Context: an optimization exercise on an open-source flow, tuned for small area, a short achievable clock period and few clock cycles. The choices shown serve that exercise and are no tape-out recipe.
RTL that was checked went through simulation tests only; none was proved equivalent to the original.
No functional check of the RTL was part of runs 1 to 3, 5 and 6.
Power and IR drop assume default switching activity.

**constraint.sdc**
```tcl
create_clock -name core_clock -period 18.0 [get_ports {clk}]
set_input_delay 3.6000 -clock core_clock [delete_from_list [all_inputs] [get_ports {clk}]]
set_output_delay 3.6000 -clock core_clock [all_outputs]
set_load 0.01 [all_outputs]
```
**config.mk**
```make
export PLATFORM = sky130hd
export DESIGN_NAME = cic_decim
export DESIGN_NICKNAME = cic_decim
export VERILOG_FILES = /design/flow/design.v
export SDC_FILE = /design/flow/constraint.sdc
export NUM_CORES = 4
export LEC_CHECK = 0
export CAP_MARGIN = 20
export CORE_MARGIN = 2
export CORE_UTILIZATION = 40
export CTS_BUF_LIST = sky130_fd_sc_hd__clkbuf_8
export SLEW_MARGIN = 20
```
**run.sh**
```bash
#!/bin/bash
# synth_recipe.tcl (not shown) runs the flow's synth.tcl, then flattens the netlist and writes it again
# the make line also repeats each setting of config.mk as NAME=value (left out here)
make -C /OpenROAD-flow-scripts/flow DESIGN_CONFIG=/design/flow/config.mk WORK_HOME=/design/flow/orfs CLKGATE_MAP_FILE= SYNTH_SCRIPT=/design/flow/synth_recipe.tcl finish
```
**design.v**
```verilog
package cic_decim_pkg;
  typedef enum logic [0:0] {
    ErrUpstream = 1'b0,
    ErrSequence = 1'b1
  } cic_err_bit_e;
  function automatic integer cic_growth(input integer rate, input integer m, input integer n);
    reg [127:0] prod;
    integer     i, b;
    begin
      prod = 128'd1;
      for (i = 0; i < n; i = i + 1) prod = prod * rate * m;
      cic_growth = 0;
      for (b = 0; b < 128; b = b + 1) if ((128'd1 << b) < prod) cic_growth = b + 1;
    end
  endfunction
  function automatic integer cic_ch_w(input integer channels);
    cic_ch_w = (channels > 1) ? $clog2(channels) : 1;
  endfunction
  localparam int unsigned DefW    = 16 + cic_growth(125, 1, 4);
  localparam int unsigned DefChW  = cic_ch_w(2);
endpackage
module cic_comb_chain #(
  parameter int unsigned W          = 44,
  parameter int unsigned STAGES     = 4,
  parameter int unsigned DIFF_DELAY = 1
) (
  input  logic [W-1:0]                           x,
  input  logic [STAGES*DIFF_DELAY-1:0][W-1:0]    dly,
  output logic [W-1:0]                           y,
  output logic [STAGES*DIFF_DELAY-1:0][W-1:0]    dly_next
);
  always_comb begin
    logic [W-1:0] stage_in;
    stage_in = x;
    for (int s = 0; s < STAGES; s++) begin
      dly_next[s*DIFF_DELAY] = stage_in;
      for (int j = 1; j < DIFF_DELAY; j++) dly_next[s*DIFF_DELAY+j] = dly[s*DIFF_DELAY+j-1];
      stage_in = stage_in - dly[s*DIFF_DELAY+DIFF_DELAY-1];
    end
    y = stage_in;
  end
endmodule
module cic_decim #(
  parameter int unsigned IN_W       = 16,
  parameter int unsigned OUT_W      = 16,
  parameter int unsigned STAGES     = 4,
  parameter int unsigned RATE       = 125,
  parameter int unsigned DIFF_DELAY = 1,
  parameter int unsigned CHANNELS   = 2,
  parameter int unsigned CH_W       = cic_decim_pkg::cic_ch_w(CHANNELS)
) (
  input  logic             clk,
  input  logic             reset_n,
  input  logic [IN_W-1:0]  in_data,
  input  logic [CH_W-1:0]  in_channel,
  input  logic             in_valid,
  output logic             in_ready,
  input  logic [1:0]       in_error,
  input  logic             in_startofpacket,
  input  logic             in_endofpacket,
  output logic [OUT_W-1:0] out_data,
  output logic [CH_W-1:0]  out_channel,
  output logic             out_valid,
  input  logic             out_ready,
  output logic [1:0]       out_error,
  output logic             out_startofpacket,
  output logic             out_endofpacket
);
  localparam int unsigned W    = IN_W + cic_decim_pkg::cic_growth(RATE, DIFF_DELAY, STAGES);
  localparam int unsigned PH_W = $clog2(RATE);
  logic unused_eop;
  assign unused_eop = in_endofpacket;
  logic [1:0]      rst_sh;       
  logic [2:0]      clr_cnt;      
  logic [2:0]      rpos;         
  logic            in_ready_q;
  logic            iv;           
  logic            go_q;         
  logic            cons_q;       
  logic            isd_q;        
  logic            exp_ch;
  logic [1:0][PH_W-1:0] ph;
  logic [1:0][1:0] err;
  logic [1:0]      pend;         
  logic            older;        
  logic            st1, st2;     
  logic            msel;         
  logic            p2, dmp;      
  logic            out_valid_q;
  logic [IN_W-1:0] id;
  logic            che, sok, algn;
  logic [1:0]      ierr;
  logic [W-1:0]    s0_a, s0_b, s0_c, s0_d, s0_w;
  logic [W-1:0]    s1_a, s1_b, s1_c, s1_d, s1_w;
  logic [5:0][W-1:0] dr;         
  logic [W-1:0]    acc;
  logic [1:0][1:0] res_err;
  logic [OUT_W-1:0] out_data_q;
  logic            out_ch_q, out_sop_q;
  logic [1:0]      out_err_q;
  logic clr_int, clr_dly, hd;
  assign clr_int = rst_sh[1];
  assign clr_dly = (clr_cnt != 3'd6);
  assign hd      = rpos[0];
  logic start, proc_c, order_ok;
  assign proc_c   = (rpos >= 3'd3);
  assign order_ok = !pend[~proc_c] || (older == proc_c);
  assign start    = (rpos == 3'd0 || rpos == 3'd3) && pend[proc_c] && order_ok && !out_valid_q;
  logic exp_ch_n, ld, iv_n, che_in, che_n, sok_n, algn_n, blkc_n, go_n, cons_n;
  logic [1:0] pend_n, ph124_n, blk_n;
  logic [1:0][PH_W-1:0] ph_n;
  always_comb begin
    exp_ch_n = go_q ? ~che : exp_ch;
    ph_n = ph;
    if (go_q) ph_n[che] = isd_q ? '0 : ph[che] + PH_W'(1);
    pend_n = pend;
    if (start) pend_n[proc_c] = 1'b0;
    if (dmp) pend_n[~hd] = 1'b1;
    for (int c = 0; c < 2; c++) begin
      ph124_n[c] = (ph_n[c] == PH_W'(RATE - 1));
      blk_n[c]   = pend_n[c] && ph124_n[c];
    end
  end
  assign ld     = !iv || cons_q;           
  assign iv_n   = ld ? in_valid : iv;
  assign che_in = in_startofpacket ? 1'b0 : in_channel;
  assign che_n  = ld ? che_in : che;
  assign sok_n  = ld ? (in_startofpacket || (in_channel == exp_ch_n)) : sok;
  assign algn_n = ld ? (che_in != hd) : !algn;
  assign blkc_n = blk_n[che_n];
  assign go_n   = iv_n && sok_n && algn_n && !blkc_n;
  assign cons_n = iv_n && (!sok_n || (algn_n && !blkc_n));
  logic [W-1:0] xg, ag, bg, cg, a_new, b_new, c_new, d_new;
  assign xg = go_q ? {{(W-IN_W){id[IN_W-1]}}, id} : '0;
  assign ag = go_q ? s0_a : '0;
  assign bg = p2 ? s1_b : '0;
  assign cg = p2 ? s1_c : '0;
  assign a_new = s0_a + xg;
  assign b_new = s0_b + ag + xg;
  assign c_new = s1_c + bg;
  assign d_new = s1_d + cg + bg;
  logic [W-1:0] m, diff;
  assign m    = msel ? acc : s0_w;
  assign diff = m - dr[0];
  always_ff @(posedge clk or negedge reset_n) begin
    if (!reset_n) begin
      rst_sh      <= 2'b11;
      clr_cnt     <= '0;
      rpos        <= '0;
      in_ready_q  <= 1'b1;
      iv          <= 1'b0;
      go_q        <= 1'b0;
      cons_q      <= 1'b0;
      isd_q       <= 1'b0;
      exp_ch      <= 1'b0;
      ph          <= '0;
      err         <= '0;
      pend        <= '0;
      older       <= 1'b0;
      st1         <= 1'b0;
      st2         <= 1'b0;
      msel        <= 1'b0;
      p2          <= 1'b0;
      dmp         <= 1'b0;
      out_valid_q <= 1'b0;
    end else begin
      rst_sh     <= {rst_sh[0], 1'b0};
      if (clr_cnt != 3'd6) clr_cnt <= clr_cnt + 3'd1;
      rpos       <= (rpos == 3'd5) ? 3'd0 : rpos + 3'd1;
      iv         <= iv_n;
      in_ready_q <= !iv_n || cons_n;
      go_q       <= go_n;
      cons_q     <= cons_n;
      isd_q      <= go_n && ph124_n[che_n];
      exp_ch     <= exp_ch_n;
      ph         <= ph_n;
      pend       <= pend_n;
      if (dmp) older <= (pend[hd] && !(start && proc_c == hd)) ? hd : ~hd;
      if (go_q) begin
        err[che] <= isd_q ? 2'b00 : (err[che] | ierr);
      end else if (cons_q) begin
        err[exp_ch][1] <= 1'b1;
      end
      p2   <= go_q;
      dmp  <= isd_q;
      st1  <= start;
      st2  <= st1;
      msel <= start || st1;
      if (st2) out_valid_q <= 1'b1;
      else if (out_ready) out_valid_q <= 1'b0;
    end
  end
  always_ff @(posedge clk) begin
    if (ld) begin
      id   <= in_data;
      ierr <= in_error;
    end
    che  <= che_n;
    sok  <= sok_n;
    algn <= algn_n;
    if (isd_q) res_err[che] <= err[che] | ierr;
    s1_a <= a_new;
    s1_b <= b_new;
    s1_c <= clr_int ? '0 : s0_c;
    s1_d <= clr_int ? '0 : s0_d;
    s1_w <= s0_w;
    s0_a <= clr_int ? '0 : s1_a;
    s0_b <= clr_int ? '0 : s1_b;
    s0_c <= c_new;
    s0_d <= dmp ? '0 : d_new;
    s0_w <= dmp ? d_new : s1_w;
    for (int i = 0; i < 5; i++) dr[i] <= dr[i+1];
    dr[5] <= (start || msel) ? m : (clr_dly ? '0 : dr[0]);
    acc   <= diff;
    if (st2) begin
      out_data_q <= diff[W-1 -: OUT_W];
      out_ch_q   <= proc_c;
      out_sop_q  <= !proc_c;
      out_err_q  <= res_err[proc_c];
    end
  end
  assign in_ready          = in_ready_q;
  assign out_valid         = out_valid_q;
  assign out_data          = out_data_q;
  assign out_channel       = out_ch_q;
  assign out_error         = out_err_q;
  assign out_startofpacket = out_sop_q;
  assign out_endofpacket   = out_ch_q;
endmodule
```
==> run notes, run 1 <==
The first global-routing pass estimated 114000 microns of wire. Summing all placed instances gives a cell area of 37400 sq um. The detailed router placed 23100 vias in this run. In this run the core area contains 109 standard-cell rows. The synthesized area per cell came out at 10.3 sq um. The filler cell count in the final layout is 8368. Setup repair after global routing left no endpoint under its margin.

The relative contribution of combinational cells to total power came out at 24.4%. The launching point of the worst reg2reg path is p2. Derived from the worst setup path, the maximum achievable clock frequency is 185 MHz. The residual overflow from global routing is 0. Grouping stages by cell kind, the critical path spends the most delay in buffers and inverters. The async set-reset flop share out of synthesis is 4.92%. After layout, the minimum clock period comes to 5420 ps.

The depth of the most critical reg-to-reg path is 16. The path length in cells of the critical path came out at 1. The sort of element at the start of the critical path is a flop. After technology mapping, the gate count stands at 3475. The post-layout net count came out at 3868. Summing all flip-flop and latch instances after layout gives 17300 sq um.

Once the floorplan was initialized, standard cells occupied 40.5% of the core. The width of the die came out at 304 microns. The final weighted congestion in routability-driven placement came out at 0.862.

Detailed placement finished with a half-perimeter wire length of 48100 microns. The first-pass iteration count of the detailed router came out at 5. The cell area after technology mapping came out at 35900 sq um. The arrival time at the worst endpoint came out at 1820 ps. Of the available clock period, the critical path in the final layout requires 30.1%.

The number of gates resized after CTS was 0. The switching part of the total power came out at 30.8%. The number of hold buffers added after cts came out at 0. The tightest min-delay check is of the flop to flop type. The peak supply drop came out at 0.0743 mV. The area enclosed by the die boundary came out at 92100 sq um. Tracing the worst setup path back leads to its startpoint at in_ready_q.

The largest net degree at the start of global routing is 104. Counting flops and latches in the post-synthesis netlist gives 834. The CTS sink count came out at 834. The critical path goes through clkdlybuf4s50_1. The internal power of the cells totals 3.58 mW. The DRC violation total after the first TritonRoute iteration is 1104. The net load switching power is 1.59 mW. Input and output buffers added on the ports amount to 46. The maximum buffer depth of the clock tree is 3. The final standard cell area without fillers came out at 40200 sq um.

The worst setup path is captured at a primary output. The worst slew margin relative to its limit came out at 30.4%. In the layout the commonest cells are dfxtp_1 (751), a21oi_1 (237), ha_1 (228). For this run, the number of Yosys warnings is 1.

The required time at the worst-slack endpoint is 14400 ps. The library cell used most frequently in the layout, excluding fill and tap cells, is dfxtp_1. The run finished with no timing, DRC or antenna violations. The maximum fanout along the worst path is 1. The share of the yosys chip area belonging to registers is 48.3%. The endpoint identified for the worst register-to-register timing path is s0_w[40]. The final core area utilization came out at 45.3%.

The post-detailed-route via-to-cell ratio came out at 4.80. For this run, the slowest stage of the critical path takes 530 ps. The share of total power in sequential cells is 43.8%. The setup clock skew after layout came out at 40.4 ps. The setup TNS after final layout is 0 ps. The slowest library cell on the worst path is clkdlybuf4s50_1. The most critical setup path has its endpoint at in_ready.

The global routing usage summed across all routing layers is 15.2%. Summing all multi-input logic gate instances after layout gives 17600 sq um. The count of flip-flops with a built-in enable after synthesis is 42.

Power comes to 5.17 mW. The proportion of power drawn by the clock network came out at 31.8%. The core area came out at 88600 sq um. The synthesis-to-finish area growth came out at 12.0%.

The number of top-level pins came out at 48. The initial antenna violation count came out at 1. The setup slack of the most critical reg-to-reg path is 12920 ps. Setup violations remaining at the end of the flow were counted as 0. The count of nets left with antenna violations after detail routing came out at 0. Clock tree synthesis inserted a total of 139 buffers. The number of failing hold endpoints at the final stage came to 0. The most used flip-flop cell after synthesis is dfxtp_1. The average wire per cell in the routed design is 14.2 microns.

The clock-pin slew on the worst setup and hold paths came out at 60 ps. The number of H-tree levels came out at 4. The post-CTS setup buffer count came out at 0.

Cells with a size suffix above 1 make up 8.75% of the layout. The count of max-cap constraint violations came out at 0. The floorplan die height is 304 microns.

The final routed wirelength across all metal layers came out at 68300 microns. The buffering stage count on the worst path with inverters included is 1. The synthesized netlist contains 79 unique library cells. The clock latency on the worst-skew pair is 800 ps.

The power density of the placed cells came out at 129 nW/um^2. The number of nets in the synthesized netlist is 3807. The TritonCTS clock tree is done. In this run the clock root is driven by a clkbuf_8. The measured slew at the worst slew-check pin is 1040 ps.

The number of remaining DRC errors is 0. The critical path in this run is classified as flop to primary output. The max-slew violation count is 0.

The via count of the first global-routing pass is 22900. The leakage power is 18.8 nW.
## metrics by stage
step	std cells	hold WS (ps)	worst slack (ps)
2_1_floorplan	3475	310	12650
3_3_place_gp	4559	310	12490
3_5_place_dp	4559	312	12480
4_1_cts	4810	305	12490
5_1_grt	4812	302	12490
6_report	4812	301	12580
## worst min-delay path by stage
stage,cells after the start,end,start
after floorplan,0,dr[0],dr[44]
after global placement,0,dr[21],dr[65]
after detailed placement,0,dr[11],dr[55]
after CTS,0,dr[34],dr[78]
after global routing,0,dr[34],dr[78]
final,0,dr[34],dr[78]
## Yosys cell counts (8+ instances only)
library cell    n  area share [%]
o21ai_0       168             2.3
o31ai_1        11            0.23
dfrtp_1        38             2.6
edfxtp_1       42             3.5
o211ai_1       23            0.48
nand3_1        89             1.2
nand4_1        33            0.58
o21a_1         29            0.61
fa_1           79             4.4
a21o_1        154             3.2
nor3_1         18            0.25
ha_1          228             7.9
a21oi_1       237             3.3
xnor2_1       138             3.4
nand2b_1       39            0.68
a31oi_1        29            0.51
a211o_1        10            0.24
nor2_1        116             1.2
nand2_1       211             2.2
xor2_1         83             2.0
o21bai_1       27            0.56
clkbuf_1      127             1.3
mux2_2         81             2.5
mux2i_1         9            0.25
nor2b_1       208             3.6
and3_1         28            0.49
inv_1         120             1.3
dfxtp_1       751              42
a211oi_1       20            0.42
and2_1        194             3.4
a41oi_1         8            0.20
## cell type report
| cell class | instances | area share (%) |
|---|---|---|
| antenna | 1 | 0.00623 |
| clock buffer | 166 | 5.68 |
| clock inverter | 85 | 1.26 |
| inverter | 121 | 1.13 |
| multi-input combinational | 2384 | 43.8 |
| sequential | 834 | 43.1 |
| tap | 1165 | 3.63 |
| timing repair buffer | 56 | 1.35 |
## metal layers
metal / part of all wire [%] / global-route usage (%)
met5: 0 / 0
met1: 51 / 21.1
met4: 2.6 / 6.12
met2: 43 / 23.1
met3: 3.4 / 3.14
## logic make-up (layout without fill, tap and decap cells)
family / count (synthesis) / in the layout / share of synthesized area [%]
simple gates: 976 / 976 / 14.5
compound gates: 789 / 789 / 14.0
mux: 90 / 90 / 2.79
other cells: 1 / 2 / 0.0104
flops: 834 / 834 / 48.3
xor+xnor: 221 / 221 / 5.39
buf+inv: 257 / 428 / 2.70
fa+ha+maj: 307 / 307 / 12.4
## sequential cells by signal, summed over array words and instances, names as in the netlist, 3 cells and up, named ones only
name and count:
dr 264, acc 44, s0_a 44, s0_b 44, s0_c 44, s0_d 44
s0_w 44, s1_a 44, s1_b 44, s1_c 44, s1_d 44, s1_w 44
id 16, out_data_q 16, ph 14, clr_cnt 3, rpos 3
## power groups by stage
stage | Clock, mW | Combinational (mW) | Sequential, mW
floorplan | 0 | 1.00 | 2.26
global placement | 0 | 1.25 | 2.30
detailed placement | 0 | 1.25 | 2.30
CTS | 1.71 | 1.27 | 2.27
global route | 1.79 | 1.43 | 2.30
finish | 1.64 | 1.26 | 2.27
==> run 2: changes to the inputs <==
--- a/config.mk
+++ b/config.mk
@@ -10,3 +10,5 @@
 export CORE_UTILIZATION = 40
 export CTS_BUF_LIST = sky130_fd_sc_hd__clkbuf_8
+export CTS_CLUSTER_DIAMETER = 50
+export CTS_CLUSTER_SIZE = 15
 export SLEW_MARGIN = 20
==> run notes, run 2 <==
The flow ran to the end and the layout has no timing, DRC or antenna violations. The clock-pin slew on the worst setup and hold paths came out at 100 ps (+40 ps). The top achievable clock speed is 187 MHz (+1.4%). The number of vias in the routed layout is 22700 (-1.6%).

The register with the most flip-flops in the final layout is dr. The register bit count reported by yosys is 834 (unchanged). The storage element area came out at 17300 sq um (unchanged). The total area of multi-input combinational cells was 17600 sq um (unchanged). The gate count of the mapped netlist is 3475 (unchanged). Among all flip-flop cells after synthesis, the most frequent one is dfxtp_1.

TritonCTS built the clock tree. The arrival time at the worst endpoint is 1740 ps (-80 ps). The worst setup path is launched from a flop.

The setup TNS after final layout is 0 ps (unchanged). The buffering stage count on the worst path with inverters included is 1 (unchanged). The kind of capture point of the worst setup path is a primary output. The worst hold path stage count came to 0 (unchanged). By area the synthesized netlist is led by dfxtp_1 (42%), ha_1 (7.9%), fa_1 (4.4%), nor2b_1 (3.6%), edfxtp_1 (3.5%).

The number of failing hold endpoints at the final stage came to 0 (unchanged). The synthesized area per cell was 10.3 sq um (unchanged). The post-CTS setup buffer count is 0 (unchanged). The final setup slack of the worst path is 12660 ps (+73.0 ps). The number of warnings printed during yosys synthesis is 1 (unchanged). Setup repair after global routing left no endpoint under its margin. The count of flip-flops with a built-in enable after synthesis is 42 (unchanged). dfxtp_1 takes more of the synthesized area than any other cell.

The share of the yosys chip area belonging to registers is 48.3% (unchanged). The max-slew violation count is 0 (unchanged). The initial antenna violation count is 1 (unchanged). Among cell families on the critical path, the largest total delay comes from buffers and inverters. The DRC violation total after the first TritonRoute iteration came out at 1072 (-2.9%). The count of max-cap constraint violations is 0 (unchanged).

The setup path with the least slack is of type flop to primary output. The critical register-to-register path endpoint is s0_w[40]. The number of H-tree levels is 3 (-1). The library cell used most frequently in the layout, excluding fill and tap cells, is dfxtp_1. The library cells used most frequently in the layout, excluding fill and tap cells, are dfxtp_1 (751), a21oi_1 (237), ha_1 (228). The worst slew margin relative to its limit came to 29.2% (-1.2 points).

The cell sitting at the root of the clock tree is a clkbuf_8. The area enclosed by the die boundary came out at 92100 sq um (unchanged). The number of buffers added by the clock tree synthesis step came to 90 (-35%). The final critical path time including I/O delays and setup is 5340 ps (-73.0 ps). The average wire per cell in the routed design came out at 14.3 microns (+0.89%). The final routed wirelength across all metal layers is 67600 microns (-1.0%). The count of placed standard cells including taps is 4559 (unchanged). The residual overflow from global routing is 0 (unchanged).

The count of nets left with antenna violations after detail routing is 0 (unchanged). The slowest stage of the critical path belongs to the cell clkdlybuf4s50_1. The number of remaining DRC errors was 0 (unchanged). The peak supply drop is 0.0497 mV (-33%). The clock latency on the worst-skew pair came to 720 ps (-80 ps). The final cycle utilization of the critical path came to 29.7% (-0.41 points). The final number of setup-violating endpoints came out at 0 (unchanged). The core area came to 88600 sq um (unchanged). The termination of the worst setup path is in_ready.

By count the netlist is led by dfxtp_1 (751), a21oi_1 (237), ha_1 (228). The required time at the worst-slack endpoint came to 14400 ps (about the same). The final core area utilization is 44.5% (-0.88 points). The largest stage delay on the critical path is 530 ps (about the same). The total design power came out at 4.89 mW (-5.5%). The post-detailed-route via-to-cell ratio came to 4.81 (+0.33%). The setup clock skew after layout came out at 32.2 ps (-8.17 ps). The post-placement worst setup slack came out at 12480 ps (unchanged).

The post-cts sizing count was 0 (unchanged). The count of standard-cell rows came to 109 (unchanged). The portion of synthesized cell area occupied by the leading cell type came out at 41.9% (unchanged).

The path length in cells of the critical path came to 1 (unchanged). The first element of the critical path is in_ready_q. The width of the die was 304 microns (unchanged). The final standard cell area without fillers is 39400 sq um (-1.9%). The measured slew at the worst slew-check pin came out at 1060 ps (+17.9 ps). The flip-flop count of the largest register after layout is 264 (unchanged). The filler cell count in the final layout is 8419 (+0.61%). The depth of the most critical reg-to-reg path is 16 (unchanged). The maximum fanout along the worst path came out at 1 (unchanged). The worst register-to-register path begins at p2. The CTS sink count was 834 (unchanged). Walking the worst path, the cells encountered are clkdlybuf4s50_1. The first-pass iteration count of the detailed router is 5 (unchanged). In this run the worst hold path is classified as flop to flop. The placed wire-length estimate after detailed placement is 48100 microns (unchanged). The cell area after technology mapping is 35900 sq um (unchanged).

The setup slack of the most critical reg-to-reg path was 12960 ps (+40 ps). The synthesis-to-finish area growth came out at 9.81%. The leakage power is 18.2 nW (-3.3%).

The starting density of the core is 40.5% (unchanged). dfxtp_1 is the most common cell in the netlist. The number of nets in the synthesized netlist is 3807 (unchanged). The number of hold buffers added after cts is 0 (unchanged).

The largest net degree at the start of global routing came to 104 (unchanged). The async set-reset flop share out of synthesis is 4.92% (unchanged). The floorplan die height came to 304 microns (unchanged). The number of port buffers is 46 (unchanged). The area of placed instances came out at 37400 sq um (unchanged). The global routing usage summed across all routing layers came out at 14.9% (-0.31 points).

The maximum buffer depth of the clock tree is 3 (unchanged). The final cell count without fillers was 4720 (-1.9%). The number of top-level pins came out at 48 (unchanged). The via count of the first global-routing pass was 22400 (-2.2%). The final weighted congestion in routability-driven placement came out at 0.862 (unchanged). The share of post-route cells with drive strength above 1 is 7.71% (-1.0 points). The global-route wire length before repair was 113000 microns (-1.2%). The post-layout net count is 3819 (-1.3%).

The power density of the placed cells is 124 nW/um^2 (-3.6%). The worst slack on hold paths came out at 314 ps (+12.8 ps). The number of library cell types mapped by synthesis came out at 79 (unchanged).
-- run 2: how the worst min path moves through the flow --
stage,from,end,slack (ps)
5_1_grt,dr[245],dr[201],330
3_3_place_gp,dr[65],dr[21],310
2_1_floorplan,dr[44],dr[0],310
4_1_cts,dr[245],dr[201],320
6_report,dr[245],dr[201],310
3_5_place_dp,dr[55],dr[11],310
-- run 2: area by class of cell --
class | instances | area share (%)
clock buffer | 94 | 3.28
inverter | 121 | 1.15
timing repair buffer | 56 | 1.38
clock inverter | 65 | 1.83
sequential | 834 | 44.0
multi-input combinational | 2384 | 44.7
tap | 1165 | 3.70
antenna | 1 | 0.00635
-- run 2: report_power, final --
part,switching [mW],total [mW],internal (mW)
clock,0.725,1.36,0.638
sequential,0.122,2.26,2.14
combinational,0.725,1.26,0.538
total,1.57,4.89,3.31
-- run 2: cell families after synthesis --
logic type | share of synthesized area [%]
mux | 2.79
buf+inv | 2.70
flops | 48.3
other cells | 0.0104
simple gates | 14.5
fa+ha+maj | 12.4
xor+xnor | 5.39
compound gates | 14.0
-- run 2: per-layer routing --
layer	vias up	track usage (%)	wire length, microns	share of wire [%]
met5	-	0	0	0
met4	0	5.58	1840	2.7
met3	112	2.19	2010	3.0
met2	281	22.8	28800	43
met1	10300	21.2	35000	52
li1	12000	-	-	-
==> run 3: changes to the inputs <==
--- a/config.mk
+++ b/config.mk
@@ -9,6 +9,6 @@
 export CORE_MARGIN = 2
 export CORE_UTILIZATION = 40
-export CTS_BUF_LIST = sky130_fd_sc_hd__clkbuf_8
-export CTS_CLUSTER_DIAMETER = 50
-export CTS_CLUSTER_SIZE = 15
+export CTS_BUF_LIST = sky130_fd_sc_hd__clkbuf_16
+export CTS_CLUSTER_DIAMETER = 60
+export CTS_CLUSTER_SIZE = 22
 export SLEW_MARGIN = 20
==> run notes, run 3 <==
The run finished with no timing, DRC or antenna violations. The initial antenna violation count came out at 0 (-1). The largest stage delay on the critical path came out at 530 ps (about the same).

The top achievable clock speed came to 189 MHz (+1.2%). The DRC violation total after the first TritonRoute iteration is 1084 (+1.1%). On the critical path, the stage with the largest delay is an instance of clkdlybuf4s50_1.

The final setup slack of the worst path came out at 12720 ps (+61.1 ps). The async set-reset flop share out of synthesis is 4.92% (unchanged). The number of remaining DRC errors came out at 0 (unchanged). The via count of the first global-routing pass was 22000 (-1.8%).

The post-layout net count was 3787 (-0.84%). Broken down by cell family, the worst path's largest delay share belongs to buffers and inverters. The portion of synthesized cell area occupied by the leading cell type came to 41.9% (unchanged). TritonCTS built the clock tree.

The CTS sink count was 834 (unchanged). The power density of the placed cells was 124 nW/um^2 (about the same). The synthesized area per cell came out at 10.3 sq um (unchanged).

The critical path is of the flop to primary output type. The final number of setup-violating endpoints is 0 (unchanged). The number of hold buffers added after cts is 0 (unchanged). The count of standard-cell rows came to 109 (unchanged).

The cell area after technology mapping is 35900 sq um (unchanged). The setup clock skew after layout came out at 21.0 ps (-11.2 ps). The final core area utilization is 44.4% (-0.083 points). The buffering stage count on the worst path with inverters included came out at 1 (unchanged). The post-placement worst setup slack came out at 12480 ps (unchanged). The library cell used most frequently in the layout, excluding fill and tap cells, is dfxtp_1. The post-cts sizing count is 0 (unchanged).

Compared with the post-synthesis result, the final layout area differs by 9.61%. The final critical path time including I/O delays and setup came to 5280 ps (-61.1 ps). The number of buffers added by the clock tree synthesis step is 58 (-36%). In the synthesized netlist the dominant register cell turns out to be dfxtp_1. The global routing usage summed across all routing layers was 14.6% (-0.29 points). The largest net degree at the start of global routing was 104 (unchanged). The register with the most flip-flops in the final layout is dr. The register bit count reported by yosys is 834 (unchanged). The count of nets left with antenna violations after detail routing came to 0 (unchanged).

The average wire per cell in the routed design came out at 14.3 microns (-0.28%). The number of top-level pins is 48 (unchanged). The residual overflow from global routing came out at 0 (unchanged). The measured slew at the worst slew-check pin came out at 1040 ps (-20.8 ps). The placed wire-length estimate after detailed placement came to 48100 microns (unchanged).

The synthesized design spends more area on one cell type than any other, namely dfxtp_1. Setup repair after global routing left no endpoint under its margin. The clock-pin slew on the worst setup and hold paths came out at 90 ps (about the same).

The clock latency on the worst-skew pair came out at 640 ps (-80 ps). The share of post-route cells with drive strength above 1 came to 6.31% (-1.4 points). The number of port buffers came out at 46 (unchanged).

In the layout the commonest cells are dfxtp_1 (751), a21oi_1 (237), ha_1 (228). The worst slew margin relative to its limit came out at 30.6% (+1.4 points). The arrival time at the worst endpoint came out at 1680 ps (-60 ps).

The min-delay analysis places its worst path in the category flop to flop. By area the synthesized netlist is led by dfxtp_1 (42%), ha_1 (7.9%), fa_1 (4.4%), nor2b_1 (3.6%), edfxtp_1 (3.5%). The required time at the worst-slack endpoint came to 14400 ps (about the same).

The starting density of the core is 40.5% (unchanged). The number of H-tree levels came out at 2 (-1). The final routed wirelength across all metal layers came out at 66700 microns (-1.4%).

The post-CTS setup buffer count came out at 0 (unchanged). The number of nets in the synthesized netlist is 3807 (unchanged). The sort of element at the start of the critical path is a flop. The leakage power came out at 18.1 nW (-0.32%). The first-pass iteration count of the detailed router is 5 (unchanged). The flip-flop count of the largest register after layout is 264 (unchanged). The width of the die is 304 microns (unchanged). The peak supply drop came out at 0.0703 mV (+41%).

The number of warnings printed during yosys synthesis came to 1 (unchanged). The maximum fanout along the worst path was 1 (unchanged). The global-route wire length before repair came to 111000 microns (-1.2%). The area enclosed by the die boundary is 92100 sq um (unchanged). The commonest cells after synthesis are dfxtp_1 (751), a21oi_1 (237), ha_1 (228). The count of flip-flops with a built-in enable after synthesis is 42 (unchanged). The count of max-cap constraint violations is 0 (unchanged).

The final weighted congestion in routability-driven placement was 0.862 (unchanged). The number of diodes came out at 0 (-1). The setup TNS after final layout is 0 ps (unchanged). The max-slew violation count came out at 0 (unchanged). The dominant cell by count in the synthesized netlist is dfxtp_1. The gate count of the mapped netlist came to 3475 (unchanged). The number of library cell types mapped by synthesis is 79 (unchanged). The post-detailed-route via-to-cell ratio came out at 4.83 (+0.33%). The floorplan die height was 304 microns (unchanged). Traced cell by cell, the critical path runs through clkdlybuf4s50_1.

The maximum buffer depth of the clock tree came out at 3 (unchanged). Clock tree synthesis selected as its root buffer the cell clkbuf_16. The final cycle utilization of the critical path is 29.3% (-0.34 points). The number of failing hold endpoints at the final stage is 0 (unchanged). STA classifies the critical path endpoint as a primary output. The share of the yosys chip area belonging to registers is 48.3% (unchanged). The number of vias in the routed layout came to 22500 (-0.84%). The core area came to 88600 sq um (unchanged). The worst slack on hold paths was 308 ps (-5.83 ps).
## run 3: cell types whose count changed in the layout (fill, tap and decap cells not counted), moves of 3 or more
cell        previous run  this run
clkbuf_8              94         0
clkbuf_16              0        59
inv_6                 13         5
bufinv_16              8         1
clkinv_4              10         3
clkinvlp_4             8         2
inv_12                 0         6
inv_8                  7        11
inv_1                127       124
## run 3: cells by family (layout without fill, tap and decap cells)
kind of cell	after synthesis	count (layout)	share of synthesized area, %
AOI/OAI and AO/OA	789	789	14.0
DFF	834	834	48.3
buffers and inverters	257	282	2.70
other	1	1	0.0104
adders and majority gates	307	307	12.4
xor gates and xnor gates	221	221	5.39
muxes	90	90	2.79
and+or+nand+nor	976	976	14.5
## run 3: layer usage
layer | part of all wire [%] | routed length (microns) | GRT usage (%)
met1 | 52 | 34800 | 21.2
met2 | 43 | 28400 | 22.6
met3 | 2.5 | 1660 | 1.86
met4 | 2.6 | 1730 | 4.28
met5 | 0 | 0 | 0
## run 3: final timing paths
kind                            startpoint   endpoint  slack (ps)  cells past startpoint
worst max-delay path            in_ready_q   in_ready       12720                      1
worst min-delay path               dr[245]    dr[201]         310                      0
worst max register to register          p2   s0_w[40]       12940                     16
worst min register to register     dr[245]    dr[201]         310                      0
max in group asynchronous          reset_n       msel       14210                      1
min in group asynchronous          reset_n  async pin        3100                      1
## run 3: per-stage QoR
stage                     total power, mW  instance area (sq um)  std cells
final                                4.88                  39300       4665
after global routing                 5.21                  39300       4665
after detailed placement             3.55                  37400       4559
after floorplan                      3.26                  35900       3475
after global placement               3.54                  37400       4559
after CTS                            4.94                  39300       4664
## run 3: power breakdown
part | internal, mW | switching (mW) | total, mW
sequential | 2.14 | 0.122 | 2.26
clock | 0.650 | 0.708 | 1.36
combinational | 0.537 | 0.723 | 1.26
total | 3.33 | 1.55 | 4.88
## run 3: layout make-up
cell class                 count  area [sq um]
timing repair buffer          56           543
sequential                   834         17300
tap                         1165          1460
fill                        8411         49300
clock buffer                  59          1480
clock inverter                46           467
inverter                     121           454
multi-input combinational   2384         17600
==> run 4: changes to the inputs <==
--- a/design.v
+++ b/design.v
@@ -203,10 +203,10 @@
     s1_b <= b_new;
     s1_c <= clr_int ? '0 : s0_c;
-    s1_d <= clr_int ? '0 : s0_d;
+    s1_d <= s0_d;
     s1_w <= s0_w;
     s0_a <= clr_int ? '0 : s1_a;
     s0_b <= clr_int ? '0 : s1_b;
     s0_c <= c_new;
-    s0_d <= dmp ? '0 : d_new;
+    s0_d <= (dmp || clr_int) ? '0 : d_new;
     s0_w <= dmp ? d_new : s1_w;
     for (int i = 0; i < 5; i++) dr[i] <= dr[i+1];
--- a/config.mk
+++ b/config.mk
@@ -10,5 +10,5 @@
 export CORE_UTILIZATION = 40
 export CTS_BUF_LIST = sky130_fd_sc_hd__clkbuf_16
-export CTS_CLUSTER_DIAMETER = 60
-export CTS_CLUSTER_SIZE = 22
+export CTS_CLUSTER_DIAMETER = 70
+export CTS_CLUSTER_SIZE = 30
 export SLEW_MARGIN = 20
==> run notes, run 4 <==
The number of nets in the synthesized netlist is 3852 (+1.2%). The leakage power is 17.9 nW (-1.4%). The maximum buffer depth of the clock tree is 3 (unchanged). The floorplan die height is 305 microns (+0.52%). The measured slew at the worst slew-check pin is 1130 ps (+89.9 ps).

The final routed wirelength across all metal layers came out at 70900 microns (+6.3%). The number of library cell types mapped by synthesis is 88 (+11%). The cell area after technology mapping came out at 36300 sq um (+1.1%). The width of the die is 305 microns (+0.52%). Setup repair after global routing left no endpoint under its margin. The max-slew violation count came to 0 (unchanged). The initial antenna violation count was 0 (unchanged). The met3 capacity usage during global routing is 1.80% (-0.068 points). The number of warnings printed during yosys synthesis came out at 1 (unchanged).

The number of hold buffers added after cts came out at 0 (unchanged). The global-route met2 utilization was 24.5% (+1.9 points). The number of top-level pins came out at 48 (unchanged).

The most common cell after layout, fill and taps aside is dfxtp_1. The clock-pin slew on the worst setup and hold paths came out at 100 ps (about the same). The setup path with the least slack is of type flop to primary output. The number of failing hold endpoints at the final stage was 0 (unchanged).

The power density of the placed cells came out at 122 nW/um^2 (-1.6%). The most used flip-flop cell after synthesis is dfxtp_1. The worst setup path is captured at a primary output. Sorting the synthesized cells by area gives the leading types as dfxtp_1 (41%), ha_1 (7.9%), fa_1 (4.4%), edfxtp_1 (3.5%), xnor2_1 (3.4%). The worst slew margin relative to its limit came out at 23.6% (-7.0 points). The slowest stage of the critical path belongs to the cell dfstp_2. The largest stage delay on the critical path is 520 ps (about the same). The final number of setup-violating endpoints came out at 0 (unchanged).

The residual overflow from global routing came out at 0 (unchanged). The global-route wire length before repair came out at 119000 microns (+6.3%). The async set-reset flop share out of synthesis came out at 4.92% (unchanged).

The setup TNS after final layout came out at 0 ps (unchanged). The number of diodes is 0 (unchanged). The peak supply drop came to 0.0713 mV (+1.4%). The required time at the worst-slack endpoint was 14400 ps (about the same). The run finished with no timing, DRC or antenna violations. The CTS sink count was 834 (unchanged). The total area of multi-input combinational cells is 18000 sq um (+2.3%). The global routing met1 resource utilization is 21.6% (+0.38 points).

The min-delay analysis places its worst path in the category flop to flop. The share of post-route cells with drive strength above 1 came out at 5.79% (-0.53 points). The library cell with the largest summed area after synthesis is dfxtp_1. The arrival time at the worst endpoint was 1630 ps (-50 ps). TritonCTS built the clock tree. Counting flops per register, the top entry is dr.

The count of standard-cell rows came out at 110 (+0.92%). The final critical path time including I/O delays and setup is 5230 ps (-51.8 ps). Traced cell by cell, the critical path runs through clkdlybuf4s50_1. The register bit count reported by yosys came out at 834 (unchanged).

The final core area utilization came out at 43.7% (-0.68 points). The placed wire-length estimate after detailed placement is 51900 microns (+7.9%). The share of the yosys chip area belonging to registers came out at 47.8% (-0.50 points). The largest net degree at the start of global routing came out at 92 (-12%). The sort of element at the start of the critical path is a flop.

The synthesized area per cell is 10.3 sq um (-0.24%). The average wire per cell in the routed design is 15.1 microns (+5.5%). The via count of the first global-routing pass was 22900 (+3.9%). The count of max-cap constraint violations came out at 0 (unchanged).

The final weighted congestion in routability-driven placement is 0.853 (-1.0%). The clock latency on the worst-skew pair came out at 610 ps (-30 ps). The portion of synthesized cell area occupied by the leading cell type came to 41.4% (-0.44 points). The maximum fanout along the worst path is 1 (unchanged).

The kind of cell adding the most delay to the critical path is flip-flops. The starting density of the core came out at 40.4% (-0.13 points). The tree is rooted in a clkbuf_16. The DRC violation total after the first TritonRoute iteration is 1200 (+11%). The buffering stage count on the worst path with inverters included came out at 1 (unchanged). The setup clock skew after layout is 37.2 ps (+16.2 ps). The global routing usage summed across all routing layers came out at 15.2% (+0.66 points). In the layout the commonest cells are dfxtp_1 (751), a21oi_1 (233), ha_1 (228). The storage element area is 17300 sq um (unchanged).

The area enclosed by the die boundary is 93100 sq um (+1.0%). The synthesis-to-finish area growth came out at 8.28%. The count of nets left with antenna violations after detail routing is 0 (unchanged). The count of flip-flops with a built-in enable after synthesis is 42 (unchanged). The top achievable clock speed is 191 MHz (+0.99%).

The most used routing layer in global routing is met2. The number of vias in the routed layout is 23300 (+3.5%). Counting instances in the post-synthesis netlist gives the leading cell types as dfxtp_1 (751), a21oi_1 (233), ha_1 (228).

The gate count of the mapped netlist came out at 3520 (+1.3%). The most common cell in the synthesized netlist is dfxtp_1. The number of remaining DRC errors was 0 (unchanged). The number of H-tree levels came out at 2 (unchanged). The flip-flop count of the largest register after layout is 264 (unchanged). The number of port buffers came out at 46 (unchanged). The final cycle utilization of the critical path is 29.1% (-0.29 points). The number of buffers added by the clock tree synthesis step was 45 (-22%).

The filler cell count in the final layout came out at 8501 (+1.1%). The first-pass iteration count of the detailed router came out at 5 (unchanged). The post-detailed-route via-to-cell ratio is 4.96 (+2.7%). The core area is 89900 sq um (+1.4%). The post-layout net count came out at 3830 (+1.1%).

The worst slack on hold paths is 319 ps (+11.0 ps). The post-cts sizing count came out at 0 (unchanged). The post-CTS setup buffer count is 0 (unchanged).
==> run 4: changes by cell type in the layout (fill, tap and decap cells not counted), moves of 8 or more <==
cell and delta:
nor2b_1 -46, o21ai_0 -25, nor3_1 +22, nand3_1 +21, nor2_1 +21, clkbuf_16 -14, xor2_1 -13, nand2b_1 -11
o21bai_1 +11, o211ai_1 -10, and3_1 +9, a21boi_0 +8, inv_8 -8, nor4_1 +8
==> run 4: worst paths after layout <==
check / start / to / slack, ps / cells past startpoint
max: in_ready_q / in_ready / 12770 / 1
min: dr[93] / dr[49] / 320 / 0
max reg2reg: go_q / s1_b[38] / 12830 / 15
min reg2reg: dr[93] / dr[49] / 320 / 0
max in group asynchronous: reset_n / p2 / 14210 / 1
min in group asynchronous: reset_n / exp_ch / 3140 / 1
==> run 4: cell families (layout without fill, tap and decap cells) <==
| group | after synthesis | after routing | synth area share, % |
|---|---|---|---|
| xor+xnor | 209 | 209 | 5.05 |
| mux | 96 | 96 | 2.93 |
| flops | 834 | 834 | 47.8 |
| fa+ha+maj | 307 | 307 | 12.2 |
| simple gates | 1016 | 1016 | 14.8 |
| compound gates | 810 | 810 | 14.6 |
| buf+inv | 247 | 253 | 2.60 |
| other cells | 1 | 1 | 0.0103 |
==> run 4: where the power goes <==
group	total, mW	switching [mW]	internal [mW]
combinational	1.39	0.820	0.572
sequential	2.26	0.126	2.13
clock	1.14	0.643	0.500
==> run 4: cell type report <==
| cell class | instances | share of cell area (%) |
|---|---|---|
| clock buffers | 45 | 2.87 |
| clock inverters | 30 | 0.796 |
| inverters | 119 | 1.14 |
| multi-input cells | 2439 | 45.9 |
| flip-flops and latches | 834 | 44.1 |
| well taps | 1176 | 3.75 |
| repair buffers | 59 | 1.44 |
==> run 4: through the flow <==
stage / setup WS [ps] / area, sq um / power [mW] / instances
floorplan: 12780 / 36300 / 3.35 / 3520
global placement: 12370 / 37800 / 3.67 / 4626
detailed placement: 12350 / 37800 / 3.68 / 4626
CTS: 12720 / 39300 / 4.85 / 4701
global route: 12380 / 39300 / 5.13 / 4702
finish: 12770 / 39300 / 4.79 / 4702
==> run 4: metal layers <==
layer	part of all wire, %	vias to the layer above
met5	0	-
met1	51	10700
li1	-	12200
met3	2.9	101
met4	2.5	0
met2	44	261
==> run 4: worst register-to-register path: stages (launching register included) <==
cell	delay (ps)
dfrtp_2	360
buf_4	470
and2_2	290
buf_4	400
buf_4	540
fa_1	510
ha_1	440
a21o_1	230
a21o_1	170
a21oi_1	210
o21ai_0	160
a21o_1	210
nor3_1	370
o31ai_4	180
a2111oi_0	430
a211oi_1	90
Testbench counts of run 4, summed over its fixed seeds: cycles 80,112.
==> run 5: changes to the inputs <==
--- a/design.v
+++ b/design.v
@@ -86,5 +86,5 @@
   logic            st1, st2;     
   logic            msel;         
-  logic            p2, dmp;      
+  logic            p2, p2c, dmp;  
   logic            out_valid_q;
   logic [IN_W-1:0] id;
@@ -131,13 +131,15 @@
   assign go_n   = iv_n && sok_n && algn_n && !blkc_n;
   assign cons_n = iv_n && (!sok_n || (algn_n && !blkc_n));
-  logic [W-1:0] xg, ag, bg, cg, a_new, b_new, c_new, d_new;
+  logic [W-1:0] xg, am, bm, ag, cm, dm, bg, cg, c_new, d_new;
   assign xg = go_q ? {{(W-IN_W){id[IN_W-1]}}, id} : '0;
-  assign ag = go_q ? s0_a : '0;
+  assign am = clr_int ? '0 : s0_a;
+  assign bm = clr_int ? '0 : s0_b;
+  assign ag = go_q ? am : '0;
+  assign cm = clr_int ? '0 : s1_c;
+  assign dm = clr_int ? '0 : s1_d;
   assign bg = p2 ? s1_b : '0;
-  assign cg = p2 ? s1_c : '0;
-  assign a_new = s0_a + xg;
-  assign b_new = s0_b + ag + xg;
-  assign c_new = s1_c + bg;
-  assign d_new = s1_d + cg + bg;
+  assign cg = p2c ? s1_c : '0;
+  assign c_new = cm + bg;
+  assign d_new = dm + cg + bg;
   logic [W-1:0] m, diff;
   assign m    = msel ? acc : s0_w;
@@ -162,4 +164,5 @@
       msel        <= 1'b0;
       p2          <= 1'b0;
+      p2c         <= 1'b0;
       dmp         <= 1'b0;
       out_valid_q <= 1'b0;
@@ -183,4 +186,5 @@
       end
       p2   <= go_q;
+      p2c  <= go_q && !rst_sh[0];
       dmp  <= isd_q;
       st1  <= start;
@@ -200,13 +204,13 @@
     algn <= algn_n;
     if (isd_q) res_err[che] <= err[che] | ierr;
-    s1_a <= a_new;
-    s1_b <= b_new;
-    s1_c <= clr_int ? '0 : s0_c;
+    s1_a <= am + xg;
+    s1_b <= bm + ag + xg;
+    s1_c <= s0_c;
     s1_d <= s0_d;
     s1_w <= s0_w;
-    s0_a <= clr_int ? '0 : s1_a;
-    s0_b <= clr_int ? '0 : s1_b;
+    s0_a <= s1_a;
+    s0_b <= s1_b;
     s0_c <= c_new;
-    s0_d <= (dmp || clr_int) ? '0 : d_new;
+    s0_d <= dmp ? '0 : d_new;
     s0_w <= dmp ? d_new : s1_w;
     for (int i = 0; i < 5; i++) dr[i] <= dr[i+1];
--- a/config.mk
+++ b/config.mk
@@ -6,9 +6,7 @@
 export NUM_CORES = 4
 export LEC_CHECK = 0
+export ABC_AREA = 1
 export CAP_MARGIN = 20
 export CORE_MARGIN = 2
 export CORE_UTILIZATION = 40
-export CTS_BUF_LIST = sky130_fd_sc_hd__clkbuf_16
-export CTS_CLUSTER_DIAMETER = 70
-export CTS_CLUSTER_SIZE = 30
 export SLEW_MARGIN = 20
==> run notes, run 5 <==
The final setup slack of the worst path is 12710 ps (-59.6 ps). The setup TNS after final layout is 0 ps (unchanged). Ranked by instance count, the synthesized netlist is headed by nand2_1 (1113), inv_1 (792), dfxtp_1 (751).

The most common cell after layout, fill and taps aside is nand2_1. The number of failing hold endpoints at the final stage came out at 0 (unchanged). The number of top-level pins came out at 48 (unchanged). The number of library cell types mapped by synthesis is 66 (-25%).

The synthesis-to-finish area growth came out at 12.4%. The count of max-cap constraint violations came out at 0 (unchanged). The async set-reset flop share out of synthesis came to 5.03% (+0.11 points).

The placed wire-length estimate after detailed placement is 86000 microns (+66%). The starting density of the core is 40.4% (+0.045 points). The final cycle utilization of the critical path came to 29.4% (+0.33 points). The count of flip-flops with a built-in enable after synthesis came to 42 (unchanged). The final critical path time including I/O delays and setup came out at 5290 ps (+59.6 ps). The final routed wirelength across all metal layers came out at 109000 microns (+53%). The number of port buffers was 46 (unchanged). The final number of setup-violating endpoints came out at 0 (unchanged). The count of nets left with antenna violations after detail routing came to 0 (unchanged). The number of H-tree levels is 3 (+1). The number of hold buffers added after cts is 0 (unchanged). The buffering stage count on the worst path with inverters included is 1 (unchanged). The post-detailed-route via-to-cell ratio came out at 4.89 (-1.4%). The number of vias in the routed layout is 30800 (+32%). The kind of cell with the highest combined delay along the critical path is buffers and inverters. The average wire per cell in the routed design is 17.3 microns (+14%). The count of standard-cell rows is 114 (+3.6%). The number of remaining DRC errors is 0 (unchanged).

In the layout the commonest cells are nand2_1 (1111), inv_1 (791), dfxtp_1 (751). The most used flip-flop cell after synthesis is dfxtp_1. The count of placed standard cells including taps came to 6127 (+32%). The area enclosed by the die boundary came out at 100000 sq um (+7.8%). The final core area utilization is 45.4% (+1.7 points). The arrival time at the worst endpoint came to 1690 ps (+60 ps).

The portion of synthesized cell area occupied by the leading cell type came out at 38.4% (-3.0 points). The cell area after technology mapping was 39100 sq um (+7.9%). The post-CTS setup buffer count was 0 (unchanged).

The maximum fanout along the worst path came out at 1 (unchanged). The register with the most flip-flops in the final layout is dr. The global routing usage summed across all routing layers came out at 21.9% (+6.6 points).

The flip-flop count of the largest register after layout is 264 (unchanged). The required time at the worst-slack endpoint is 14400 ps (about the same). The measured slew at the worst slew-check pin came out at 1040 ps (-93.7 ps).

Setup repair after global routing left no endpoint under its margin. nand2_1 is the most common cell in the netlist. The power density of the placed cells came out at 121 nW/um^2 (-0.88%). The top achievable clock speed is 189 MHz (-1.1%).

The setup clock skew after layout is 31.0 ps (-6.20 ps). The clock-pin slew on the worst setup and hold paths is 60 ps (-40 ps). In the post-synthesis netlist, the biggest area contributors are dfxtp_1 (38%), nand2_1 (11%), inv_1 (7.6%), ha_1 (6.9%), nor2_1 (4.9%). The slowest library cell on the worst path is clkdlybuf4s50_1. The share of post-route cells with drive strength above 1 was 5.29% (-0.50 points). The maximum buffer depth of the clock tree came out at 3 (unchanged). The max-slew violation count is 0 (unchanged). The number of diodes came out at 0 (unchanged). The via count of the first global-routing pass was 30200 (+32%). The post-cts sizing count came out at 0 (unchanged).

The worst setup path is of the flop to primary output kind. The largest net degree at the start of global routing is 85 (-7.6%). The first-pass iteration count of the detailed router came out at 5 (unchanged). The clock root buffer is clkbuf_16. The floorplan die height came out at 317 microns (+3.8%). The width of the die came out at 317 microns (+3.8%). The post-layout net count came out at 5274 (+38%). The largest stage delay on the critical path is 620 ps (+100 ps). The residual overflow from global routing is 0 (unchanged).

The number of buffers added by the clock tree synthesis step is 87 (+93%). The synthesized area per cell came out at 8.04 sq um (-22%). The CTS sink count came out at 835 (+0.12%).

The type of the worst min-delay path is flop to flop. The initial antenna violation count came out at 2 (+2). The number of warnings printed during yosys synthesis came out at 1 (unchanged). The gate count of the mapped netlist is 4869 (+38%). The number of nets in the synthesized netlist is 5202 (+35%). The core area is 96900 sq um (+7.8%). STA classifies the critical path endpoint as a primary output. The clock latency on the worst-skew pair came out at 670 ps (+60 ps). The post-placement worst setup slack came out at 12260 ps (-91.9 ps). The peak supply drop was 0.0825 mV (+16%).

The run finished with no timing, DRC or antenna violations. The leakage power is 20.9 nW (+17%). The global-route wire length before repair is 170000 microns (+43%). The DRC violation total after the first TritonRoute iteration came out at 2143 (+79%). The worst slew margin relative to its limit came out at 30.1% (+6.5 points). The storage element area came out at 17400 sq um (+0.11%). The share of the yosys chip area belonging to registers is 44.3% (-3.4 points). The synthesized design spends more area on one cell type than any other, namely dfxtp_1. The sort of element at the start of the critical path is a flop. The total area of multi-input combinational cells came out at 18400 sq um (+2.0%). The TritonCTS clock tree is done. The final cell count without fillers was 6290 (+34%). The critical path goes through clkdlybuf4s50_1. The register bit count reported by yosys came out at 835 (+0.12%).

The filler cell count in the final layout is 9616 (+13%). The final weighted congestion in routability-driven placement is 0.959 (+12%).
-- run 5: cell types whose count changed after synthesis, moves of 100 or more --
cell | previous run | this run
nor2b_1 | 162 | 0
nand2_1 | 210 | 1113
o21ai_0 | 143 | 243
a21o_1 | 158 | 30
and2_1 | 194 | 1
inv_1 | 119 | 792
nor2_1 | 138 | 510
-- run 5: kinds of logic (layout without fill, tap and decap cells) --
kind of cell               Yosys count  in the layout  synth area share [%]
AOI/OAI and AO/OA                  746            746                  11.5
xor gates and xnor gates           179            179                  4.01
adders and majority gates          308            308                  11.6
buffers and inverters              881           1026                  8.69
DFF                                835            835                  44.3
muxes                                1              1                0.0256
other                                1              1               0.00958
and+or+nand+nor                   1918           1918                  19.8
-- run 5: path summary, 6_finish.rpt --
kind / slack, ps / cells after the start / from / end
min reg2reg: 310 / 0 / dr[194] / dr[150]
max reg2reg: 13310 / 16 / rst_sh[1] / s1_b[41]
max: 12710 / 1 / out_data_q[15] / out_data[15]
min in group asynchronous: 2930 / 1 / reset_n / out_valid_q
max in group asynchronous: 14650 / 1 / reset_n / p2c
min: 310 / 0 / dr[194] / dr[150]
-- run 5: area by class of cell --
type / instances / share of cell area (%)
Multi-Input combinational cell: 3153 / 41.8
Sequential cell: 835 / 39.4
Inverter: 801 / 6.84
Clock buffer: 116 / 5.61
Tap cell: 1276 / 3.63
Timing Repair Buffer: 63 / 1.38
Clock inverter: 46 / 1.30
-- run 5: metal layers --
metal	routed length (microns)	share of wire, %	global-route usage, %
met1	51400	47	30.1
met2	47200	43	34.4
met3	6240	5.7	3.85
met4	3800	3.5	8.00
met5	0	0	0
-- run 5: stage by stage --
stage | hold slack (ps) | area [sq um] | power, mW
after floorplan | 310 | 39100 | 3.08
after global placement | 310 | 40900 | 3.44
after detailed placement | 312 | 40900 | 3.45
after CTS | 305 | 44000 | 5.36
after global routing | 320 | 44000 | 5.62
final | 309 | 44000 | 5.32
-- run 5: report_power, final --
group,total (mW),switching [mW],internal (mW)
Combinational,1.12,0.764,0.360
Clock,1.89,0.796,1.10
Sequential,2.31,0.127,2.18
==> run 6: changes to the inputs <==
--- a/config.mk
+++ b/config.mk
@@ -6,5 +6,4 @@
 export NUM_CORES = 4
 export LEC_CHECK = 0
-export ABC_AREA = 1
 export CAP_MARGIN = 20
 export CORE_MARGIN = 2
==> run notes, run 6 <==
The run finished with no timing, DRC or antenna violations. The via count of the first global-routing pass came out at 22800 (-25%). The count of max-cap constraint violations came out at 0 (unchanged). Setup repair after global routing left no endpoint under its margin. The largest stage delay on the critical path came out at 1200 ps (+580 ps). The global-route wire length before repair is 112000 microns (-34%).

The startpoint identified for the worst register-to-register timing path is rst_sh[1]. The post-CTS setup buffer count is 0 (unchanged). The gate count of the mapped netlist is 3523 (-28%). The maximum buffer depth of the clock tree came out at 3 (unchanged). STA classifies the critical path startpoint as a flop. The number of warnings printed during yosys synthesis is 1 (unchanged). The count of placed standard cells including taps came to 4640 (-24%). The width of the die is 303 microns (-4.4%).

The hold path endpoint is s1_c[28]. The flip-flop count of the largest register after layout came out at 264 (unchanged). The async set-reset flop share out of synthesis was 5.03% (unchanged). The maximum fanout along the worst path came to 103 (+102). The critical path goes through buf_4 -> nor2b_1 -> fa_1 -> ha_1 -> inv_1 -> fa_1 -> nor2b_1 -> o31a_1 -> o221ai_1 -> nor3_1 -> o31ai_2 -> a31oi_1 -> o21ai_1 -> a21o_1 -> o31a_1 -> mux2_1 -> a311o_1. The number of H-tree levels is 3 (unchanged). The startpoint identified for the worst hold timing path is s0_c[28].

In the layout the commonest cells are dfxtp_1 (751), inv_1 (326), nand2_1 (272). The initial antenna violation count is 0 (-2). The number of failing hold endpoints at the final stage is 0 (unchanged). The worst slew margin relative to its limit is 35.8% (+5.6 points).

The total area of multi-input combinational cells came out at 16700 sq um (-8.9%). The global routing usage summed across all routing layers came to 14.6% (-7.2 points). The DRC violation total after the first TritonRoute iteration is 1155 (-46%). The top achievable clock speed came to 178 MHz (-5.9%). The slowest library cell on the worst path is dfstp_4. The power density of the placed cells is 133 nW/um^2 (+10%). The number of vias in the routed layout came to 22600 (-27%). The most common cell after layout, fill and taps aside is dfxtp_1.

The measured slew at the worst slew-check pin was 963 ps (-73.8 ps). The final routed wirelength across all metal layers is 65500 microns (-40%). The CTS sink count is 835 (unchanged). The synthesized area per cell is 10.1 sq um (+26%).

The dominant cell by count in the synthesized netlist is dfxtp_1. The count of flip-flops with a built-in enable after synthesis is 42 (unchanged). The final cycle utilization of the critical path came out at 31.2% (+1.8 points). The type of the worst min-delay path is flop to flop.

The core area is 88500 sq um (-8.6%). The critical path class is flop to flop. The number of remaining DRC errors is 0 (unchanged). The filler cell count in the final layout came out at 8279 (-14%).

The area enclosed by the die boundary is 91700 sq um (-8.6%). The residual overflow from global routing is 0 (unchanged). The clock latency on the worst-skew pair came out at 620 ps (-50 ps). The register bank with the most flops is dr. By count the netlist is led by dfxtp_1 (751), inv_1 (326), nand2_1 (272). The number of nets in the synthesized netlist came out at 3856 (-26%).

The required time at the worst-slack endpoint is 18500 ps (+4100 ps). The post-cts sizing count came out at 0 (unchanged). The setup slack of the most critical reg-to-reg path came out at 12380 ps (-930 ps). The final weighted congestion in routability-driven placement is 0.873 (-9.0%).

The number of diodes was 0 (unchanged). The setup clock skew after layout is 18.7 ps (-12.3 ps). The post-layout net count is 3892 (-26%).

The peak supply drop came out at 0.0720 mV (-13%). In this run the critical register-to-register path is captured at s0_d[41]. The number of hold buffers added after cts is 0 (unchanged). The cell area after technology mapping is 35700 sq um (-8.7%). The register bit count reported by yosys came out at 835 (unchanged). The critical path starts at rst_sh[1]. The share of the yosys chip area belonging to registers was 48.6% (+4.2 points). The number of top-level pins came to 48 (unchanged).

TritonCTS built the clock tree. The library cell with the largest summed area after synthesis is dfxtp_1. The post-detailed-route via-to-cell ratio came out at 4.72 (-3.4%). The average wire per cell in the routed design is 13.7 microns (-21%).

The max-slew violation count came out at 0 (unchanged). The portion of synthesized cell area occupied by the leading cell type came out at 42.1% (+3.7 points). The number of buffers added by the clock tree synthesis step came out at 82 (-5.7%). The number of port buffers was 46 (unchanged).

The setup TNS after final layout was 0 ps (unchanged). The floorplan die height was 303 microns (-4.4%). The final critical path time including I/O delays and setup came out at 5620 ps (+329 ps).

The synthesis-to-finish area growth is 12.4% (about the same). The placed wire-length estimate after detailed placement is 47000 microns (-45%). The kind of cell adding the most delay to the critical path is compound AO/OA/AOI/OAI gates. The arrival time at the worst endpoint is 6120 ps (+4430 ps).

STA classifies the critical path endpoint as a flop. The worst hold path stage count is 0 (unchanged). The final number of setup-violating endpoints is 0 (unchanged). The number of library cell types mapped by synthesis came out at 89 (+35%).

The share of post-route cells with drive strength above 1 is 7.79% (+2.5 points). In the post-synthesis netlist, the biggest area contributors are dfxtp_1 (42%), ha_1 (7.6%), fa_1 (5.1%), edfxtp_1 (3.5%), inv_1 (3.4%). The starting density of the core came out at 40.4% (-0.045 points). The final cell count without fillers came out at 4787 (-24%).

The count of nets left with antenna violations after detail routing is 0 (unchanged). The depth of the most critical reg-to-reg path came out at 17 (+1). The storage element area came to 17400 sq um (about the same). The largest net degree at the start of global routing is 104 (+22%).

The path length in cells of the critical path came out at 17 (+16). The count of standard-cell rows came out at 109 (-4.4%). Among all flip-flop cells after synthesis, the most frequent one is dfxtp_1. The leakage power came out at 18.8 nW (-10%). The clock-pin slew on the worst setup and hold paths is 60 ps (about the same).

The first-pass iteration count of the detailed router is 17 (+12). The buffering stage count on the worst path with inverters included is 2 (+1). CTS placed an instance of clkbuf_16 at the clock tree root.
run 6: metrics by stage:
step           power (mW)  hold slack (ps)  util (%)  setup WS (ps)  area, sq um
3_5_place_dp         3.63              312      42.2          12260        37400
5_1_grt              5.69              319      45.4          12010        40200
4_1_cts              5.42              314      45.4          12250        40200
3_3_place_gp         3.61              310      42.2          12260        37400
6_report             5.35              316      45.4          12380        40200
2_1_floorplan        3.32              310         -          13220        35700
run 6: routing by layer:
layer,up-vias,part of all wire (%),GRT usage (%)
met5,-,0,0
met4,0,3.1,5.61
met3,121,2.7,1.89
met2,252,42,22.5
met1,10300,52,20.9
li1,11900,-,-
run 6: cells by family after synthesis:
logic type                 share of synthesized area (%)
buffers and inverters                               4.61
other                                             0.0105
adders and majority gates                           12.7
AOI/OAI and AO/OA                                   13.2
DFF                                                 48.6
and+or+nand+nor                                     13.0
xor gates and xnor gates                            4.93
muxes                                               2.97
run 6: how the worst max path moves through the flow:
stage and to:
2_1_floorplan cons_q, 3_3_place_gp s0_d[41], 3_5_place_dp s0_d[41], 4_1_cts s0_d[41], 5_1_grt s0_d[41], 6_report s0_d[41]
run 6: power by group:
group	internal (mW)	leakage [nW]	switching, mW
Clock	1.03	1.39	0.714
Combinational	0.508	10.4	0.753
Sequential	2.21	7.01	0.129
run 6: cell type report:
cell class | count | area share (%)
Inverter | 326 | 3.05
Tap cell | 1165 | 3.63
Timing Repair Buffer | 62 | 1.43
Clock inverter | 35 | 1.05
Multi-Input combinational cell | 2252 | 41.7
Clock buffer | 112 | 5.93
Sequential cell | 835 | 43.2

## static timing again, ports no longer ideal
In the flow no input, the clock included, has a driving cell. The finished layouts below were timed again as built, in two steps. Step 1 (the two cells are an assumption about what drives the block):
set clk [get_ports {clk}]
set_driving_cell -lib_cell sky130_fd_sc_hd__clkbuf_16 $clk
set_driving_cell -lib_cell sky130_fd_sc_hd__buf_2 [delete_from_list [all_inputs] $clk]
Step 2, shift: input delay + t, output delay - t, t = (earliest + latest rising clock arrival at the registers) / 2. This alone moves slack from input paths to output paths. Slacks: ideal ports / drivers / drivers and shift; pairs: ideal ports / drivers.
| run | t, ns | setup slack, ns | worst data-port slew with drivers (ns) |
|---|---|---|---|
| run 1 | 0.840 | 12.584 / 12.526 / 12.470 | 0.04 |
| run 2 | 0.755 | 12.657 / 12.601 / 12.457 | 0.04 |
| run 3 | 0.685 | 12.718 / 12.660 / 12.460 | 0.04 |
| run 4 | 0.660 | 12.770 / 12.704 / 12.353 | 0.04 |
| run 5 | 0.720 | 12.710 / 12.644 / 12.243 | 0.04 |
| run 6 | 0.663 | 12.381 / 12.381 / 12.304 | 0.05 |
After both steps setup and hold are still met in every run listed. The setup slack of run 5, which loses most, moves by -0.066 ns with the drivers and by -0.467 ns with both steps.
